Background: an optimization exercise with open tools, aiming at small area, a short achievable clock period and few clock cycles per item. Do not read the settings as production practice. Function was checked by simulation only, so behaviour that the tests miss may differ from the original. Power and IR drop assume default switching activity. No driver is modelled on the clock port, so clocking that relies on it looks cheaper here than on a real chip.

==> flow/design.v <==
package fir_pkg;
    localparam int TAPS = 64;
    localparam int DW   = 16;
    localparam int CW   = 16;
    localparam int OW   = DW + CW + $clog2(TAPS);
    localparam int IW   = $clog2(TAPS);
    typedef logic signed [DW-1:0] sample_t;
    typedef logic signed [CW-1:0] coeff_t;
    typedef logic signed [OW-1:0] acc_t;
    typedef enum logic [1:0] {
        IDLE,
        MAC,
        DONE
    } state_t;
endpackage
module fir_coeff_rom (
    input  logic [fir_pkg::IW-1:0]        idx,
    output logic signed [fir_pkg::CW-1:0] coeff
);
    always_comb begin
        case (idx)
            6'd0: coeff =  16'sd512;
            6'd1: coeff =  16'sd496;
            6'd2: coeff =  16'sd480;
            6'd3: coeff =  16'sd464;
            6'd4: coeff =  16'sd448;
            6'd5: coeff =  16'sd432;
            6'd6: coeff =  16'sd416;
            6'd7: coeff =  16'sd400;
            6'd8: coeff =  16'sd384;
            6'd9: coeff =  16'sd368;
            6'd10: coeff =  16'sd352;
            6'd11: coeff =  16'sd336;
            6'd12: coeff =  16'sd320;
            6'd13: coeff =  16'sd304;
            6'd14: coeff =  16'sd288;
            6'd15: coeff =  16'sd272;
            6'd16: coeff =  16'sd256;
            6'd17: coeff =  16'sd240;
            6'd18: coeff =  16'sd224;
            6'd19: coeff =  16'sd208;
            6'd20: coeff =  16'sd192;
            6'd21: coeff =  16'sd176;
            6'd22: coeff =  16'sd160;
            6'd23: coeff =  16'sd144;
            6'd24: coeff =  16'sd128;
            6'd25: coeff =  16'sd112;
            6'd26: coeff =  16'sd96;
            6'd27: coeff =  16'sd80;
            6'd28: coeff =  16'sd64;
            6'd29: coeff =  16'sd48;
            6'd30: coeff =  16'sd32;
            6'd31: coeff =  16'sd16;
            6'd32: coeff =  16'sd0;
            6'd33: coeff = -16'sd16;
            6'd34: coeff = -16'sd32;
            6'd35: coeff = -16'sd48;
            6'd36: coeff = -16'sd64;
            6'd37: coeff = -16'sd80;
            6'd38: coeff = -16'sd96;
            6'd39: coeff = -16'sd112;
            6'd40: coeff = -16'sd128;
            6'd41: coeff = -16'sd144;
            6'd42: coeff = -16'sd160;
            6'd43: coeff = -16'sd176;
            6'd44: coeff = -16'sd192;
            6'd45: coeff = -16'sd208;
            6'd46: coeff = -16'sd224;
            6'd47: coeff = -16'sd240;
            6'd48: coeff = -16'sd256;
            6'd49: coeff = -16'sd272;
            6'd50: coeff = -16'sd288;
            6'd51: coeff = -16'sd304;
            6'd52: coeff = -16'sd320;
            6'd53: coeff = -16'sd336;
            6'd54: coeff = -16'sd352;
            6'd55: coeff = -16'sd368;
            6'd56: coeff = -16'sd384;
            6'd57: coeff = -16'sd400;
            6'd58: coeff = -16'sd416;
            6'd59: coeff = -16'sd432;
            6'd60: coeff = -16'sd448;
            6'd61: coeff = -16'sd464;
            6'd62: coeff = -16'sd480;
            6'd63: coeff = -16'sd496;
            default: coeff = '0;
        endcase
    end
endmodule
module fir_filter (
    input  logic                          clk,
    input  logic                          rst,
    input  logic signed [fir_pkg::DW-1:0] FIR_input,
    input  logic                          input_valid,
    output logic signed [fir_pkg::OW-1:0] FIR_output,
    output logic                          output_valid
);
    localparam int DW = fir_pkg::DW;
    localparam int NL = fir_pkg::TAPS - 1;    
    localparam int AW = 26;                   
    logic signed [DW-1:0]   d [0:NL-1];
    logic [5:0]             cnt;              
    logic                   full;             
    logic [AW-1:0]          as, ac;           
    logic [AW-1:0]          bs, bc;           
    logic signed [AW-1:0]   y;                
    logic [DW-1:0]          x;
    logic [DW-1:0]          od;               
    assign x  = FIR_input;
    assign od = full ? d[NL-1] : '0;
    logic [AW-1:0] xe, oe, a1, a2, a3, a4, a5, a6, a7, a8, an_s, an_c;
    assign xe = AW'({{(AW-DW){x[DW-1]}}, x});
    assign oe = AW'({{(AW-DW){od[DW-1]}}, od});
    fir_csa #(.W(AW), .CI(1)) u_a1 (.a(as), .b(ac), .c(~bs), .s(a1), .cy(a2));
    fir_csa #(.W(AW), .CI(1)) u_a2 (.a(~bc), .b(oe << 5), .c(a1), .s(a3), .cy(a4));
    fir_csa #(.W(AW), .CI(0)) u_a3 (.a(a2), .b(a3), .c(a4), .s(a5), .cy(a6));
    fir_csa #(.W(AW), .CI(0)) u_a4 (.a(a5), .b(a6), .c(xe << 5), .s(a7), .cy(a8));
    fir_csa #(.W(AW), .CI(1)) u_a5 (.a(a7), .b(a8), .c(~xe), .s(an_s), .cy(an_c));
    logic [AW-1:0] b1, b2, bn_s, bn_c;
    fir_csa #(.W(AW), .CI(1)) u_b1 (.a(bs), .b(bc), .c(~oe), .s(b1), .cy(b2));
    fir_csa #(.W(AW), .CI(0)) u_b2 (.a(b1), .b(b2), .c(xe), .s(bn_s), .cy(bn_c));
    logic [AW-1:0] ar, t_new;
    logic [4:0]    ar_up, ar_dn;
    fir_ares u_ares (.as(as), .ac(ac), .a(ar), .up(ar_up), .dn(ar_dn));
    fir_tadd u_tadd (.a(ar), .up(ar_up), .dn(ar_dn), .x(x), .t(t_new));
    always_ff @(posedge clk) begin
        y <= t_new;
        if (input_valid) begin
            d[0] <= x;
            for (int k = 1; k < NL; k++) d[k] <= d[k-1];
        end
    end
    always_ff @(posedge clk) begin
        if (rst) begin
            cnt          <= '0;
            full         <= 1'b0;
            as           <= '0;
            ac           <= '0;
            bs           <= '0;
            bc           <= '0;
            output_valid <= 1'b0;
        end else begin
            output_valid <= input_valid;
            if (input_valid) begin
                if (!full) cnt <= cnt + 6'd1;
                if (cnt == 6'(NL-1)) full <= 1'b1;
                as <= an_s;
                ac <= an_c;
                bs <= bn_s;
                bc <= bn_c;
            end
        end
    end
    assign FIR_output = {{(fir_pkg::OW-AW-4){y[AW-1]}}, y, 4'b0000};
endmodule
module fir_csa #(
    parameter int W  = 26,
    parameter int CI = 0
) (
    input  logic [W-1:0] a,
    input  logic [W-1:0] b,
    input  logic [W-1:0] c,
    output logic [W-1:0] s,
    output logic [W-1:0] cy
);
    assign s  = a ^ b ^ c;
    assign cy = {((a[W-2:0] & b[W-2:0]) | (a[W-2:0] & c[W-2:0]) | (b[W-2:0] & c[W-2:0])), 1'(CI)};
endmodule
module fir_ares (
    input  logic [25:0] as,
    input  logic [25:0] ac,
    output logic [25:0] a,
    output logic [4:0]  up,
    output logic [4:0]  dn
);
    logic [25:0] p, g, c;
    fir_pg #(.W(26)) u_pg (.a(as), .b(ac), .p(p), .g(g));
    fir_carry #(.W(26)) u_c (.p(p), .g(g), .c(c), .cout());
    assign a  = p ^ c;
    assign up = a[25:21] + 5'd1;
    assign dn = a[25:21] - 5'd1;
endmodule
module fir_tadd (
    input  logic [25:0] a,
    input  logic [4:0]  up,
    input  logic [4:0]  dn,
    input  logic [15:0] x,
    output logic [25:0] t
);
    logic [15:0] p, g, c;
    logic        co;
    fir_pg #(.W(16)) u_pg (.a(a[20:5]), .b(x), .p(p), .g(g));
    fir_carry #(.W(16)) u_c (.p(p), .g(g), .c(c), .cout(co));
    assign t = {(co == x[15]) ? a[25:21] : co ? up : dn, p ^ c, a[4:0]};
endmodule
module fir_pg #(
    parameter int W = 26
) (
    input  logic [W-1:0] a,
    input  logic [W-1:0] b,
    output logic [W-1:0] p,
    output logic [W-1:0] g
);
    assign p = a ^ b;
    assign g = a & b;
endmodule
module fir_carry #(
    parameter int W = 26
) (
    input  logic [W-1:0] p,
    input  logic [W-1:0] g,
    output logic [W-1:0] c,
    output logic         cout
);
    localparam int LV = $clog2(W);
    logic [(LV+1)*W-1:0] gg, pp;
    assign gg[W-1:0] = g;
    assign pp[W-1:0] = p;
    for (genvar l = 0; l < LV; l++) begin : g_lvl
        fir_ks_level #(.W(W), .D(1 << l)) u_lvl (
            .p  (pp[l*W +: W]),
            .g  (gg[l*W +: W]),
            .po (pp[(l+1)*W +: W]),
            .go (gg[(l+1)*W +: W])
        );
    end
    assign c    = {gg[(LV+1)*W-2:LV*W], 1'b0};
    assign cout = gg[(LV+1)*W-1];
endmodule
module fir_ks_level #(
    parameter int W = 26,
    parameter int D = 1
) (
    input  logic [W-1:0] p,
    input  logic [W-1:0] g,
    output logic [W-1:0] po,
    output logic [W-1:0] go
);
    assign go = {g[W-1:D] | (p[W-1:D] & g[W-1-D:0]), g[D-1:0]};
    assign po = {p[W-1:D] & p[W-1-D:0], p[D-1:0]};
endmodule
clock: 12.0 ns
lec_check: 0
abc_clock_period_in_ps: 100
cap_margin: 20
core_margin: 2
core_utilization: 60
slew_margin: 20
synth_hierarchical: 1
synth_minimum_keep_size: 0
standard.sh (not shown) runs the stock make flow with config.mk's settings and CLKGATE_MAP_FILE= SYNTH_SCRIPT=/design/flow/synth_recipe.tcl, a recipe that flattens the netlist after the stock synthesis.
==> flow/flow/run.sh <==
#!/bin/bash
# The standard layout, with these changes to how it optimises:
#  - timing repair aims well past the required period (a setup margin),
#  - resizing may change a cell's footprint (the platform pins it otherwise),
#  - port buffers start as plain buffers instead of delay cells,
#  - the clock tree has no dummy loads.
set -euo pipefail
bash standard.sh \
  SETUP_SLACK_MARGIN=8.7 \
  MATCH_CELL_FOOTPRINT=0 \
  "BUFFER_PORTS_ARGS=-buffer_cell sky130_fd_sc_hd__buf_4" \
  "CTS_ARGS=-sink_clustering_enable -repair_clock_nets -dont_use_dummy_load -sink_clustering_size 30 -sink_clustering_max_diameter 100 -buf_list {sky130_fd_sc_hd__clkbuf_8 sky130_fd_sc_hd__clkbuf_16}" \
  finish > standard.log 2>&1
The starting point produced a clean layout.
Testbench counts at the start, summed over its fixed seeds: cycles 2,408, items 2,400.
==> next run, changes <==
--- a/flow/flow/run.sh
+++ b/flow/flow/run.sh
@@ -7,5 +7,5 @@
 set -euo pipefail
 bash standard.sh \
-  SETUP_SLACK_MARGIN=8.7 \
+  SETUP_SLACK_MARGIN=8.45 \
   MATCH_CELL_FOOTPRINT=0 \
   "BUFFER_PORTS_ARGS=-buffer_cell sky130_fd_sc_hd__buf_4" \
Outcome:
- final cell count fell by 1.3%
- die area does not change
- via count went down by 1.5%
- worst setup slack loses 0.051 ns
- utilization goes down by 1.5 points
==> next run, changes <==
--- a/flow/flow/run.sh
+++ b/flow/flow/run.sh
@@ -7,7 +7,7 @@
 set -euo pipefail
 bash standard.sh \
-  SETUP_SLACK_MARGIN=8.45 \
+  SETUP_SLACK_MARGIN=8.7 \
   MATCH_CELL_FOOTPRINT=0 \
   "BUFFER_PORTS_ARGS=-buffer_cell sky130_fd_sc_hd__buf_4" \
-  "CTS_ARGS=-sink_clustering_enable -repair_clock_nets -dont_use_dummy_load -sink_clustering_size 30 -sink_clustering_max_diameter 100 -buf_list {sky130_fd_sc_hd__clkbuf_8 sky130_fd_sc_hd__clkbuf_16}" \
+  "CTS_ARGS=-sink_clustering_enable -repair_clock_nets -dont_use_dummy_load -sink_clustering_size 20 -sink_clustering_max_diameter 80 -buf_list {sky130_fd_sc_hd__clkbuf_8} -root_buf sky130_fd_sc_hd__clkbuf_16" \
   finish > standard.log 2>&1
What happened: The new run completed without violations; synthesized cell count stays the same; worst setup slack improves by 0.0096 ns; non-clock buffer count went up by 51; sequential power stays flat.

-- afterwards: timing with drivers on the ports --
No port has a modelled driver above. Below, the same layouts with a new extraction and two added sets of constraints.
Step 1, drivers: a clkbuf_16 drives clk and a buf_2 each remaining input, both assumed.
Step 2 also shifts input and output timing later by t, the mid clock arrival at the registers, as if the neighbouring blocks saw the same clock.
Slacks: ideal ports / drivers / drivers and shift; pairs: ideal ports / drivers.
run	shift t [ns]	setup WS [ns]	hold WS [ns]	latest minus earliest clock arrival (ns)	worst register clock-pin slew, ns
the first run	0.641	8.519 / 8.457 / 7.930	0.364 / 0.364 / 0.364	0.088 / 0.088	0.11 / 0.11
the second run	0.656	8.468 / 8.350 / 7.694	0.373 / 0.373 / 0.373	0.064 / 0.064	0.11 / 0.11
the third run	0.637	8.478 / 8.414 / 7.925	0.412 / 0.412 / 0.412	0.059 / 0.059	0.12 / 0.12
After both steps setup and hold are still met in every run listed. The setup slack of the second run, which loses most, moves by -0.118 ns with the drivers and by -0.774 ns with both steps.
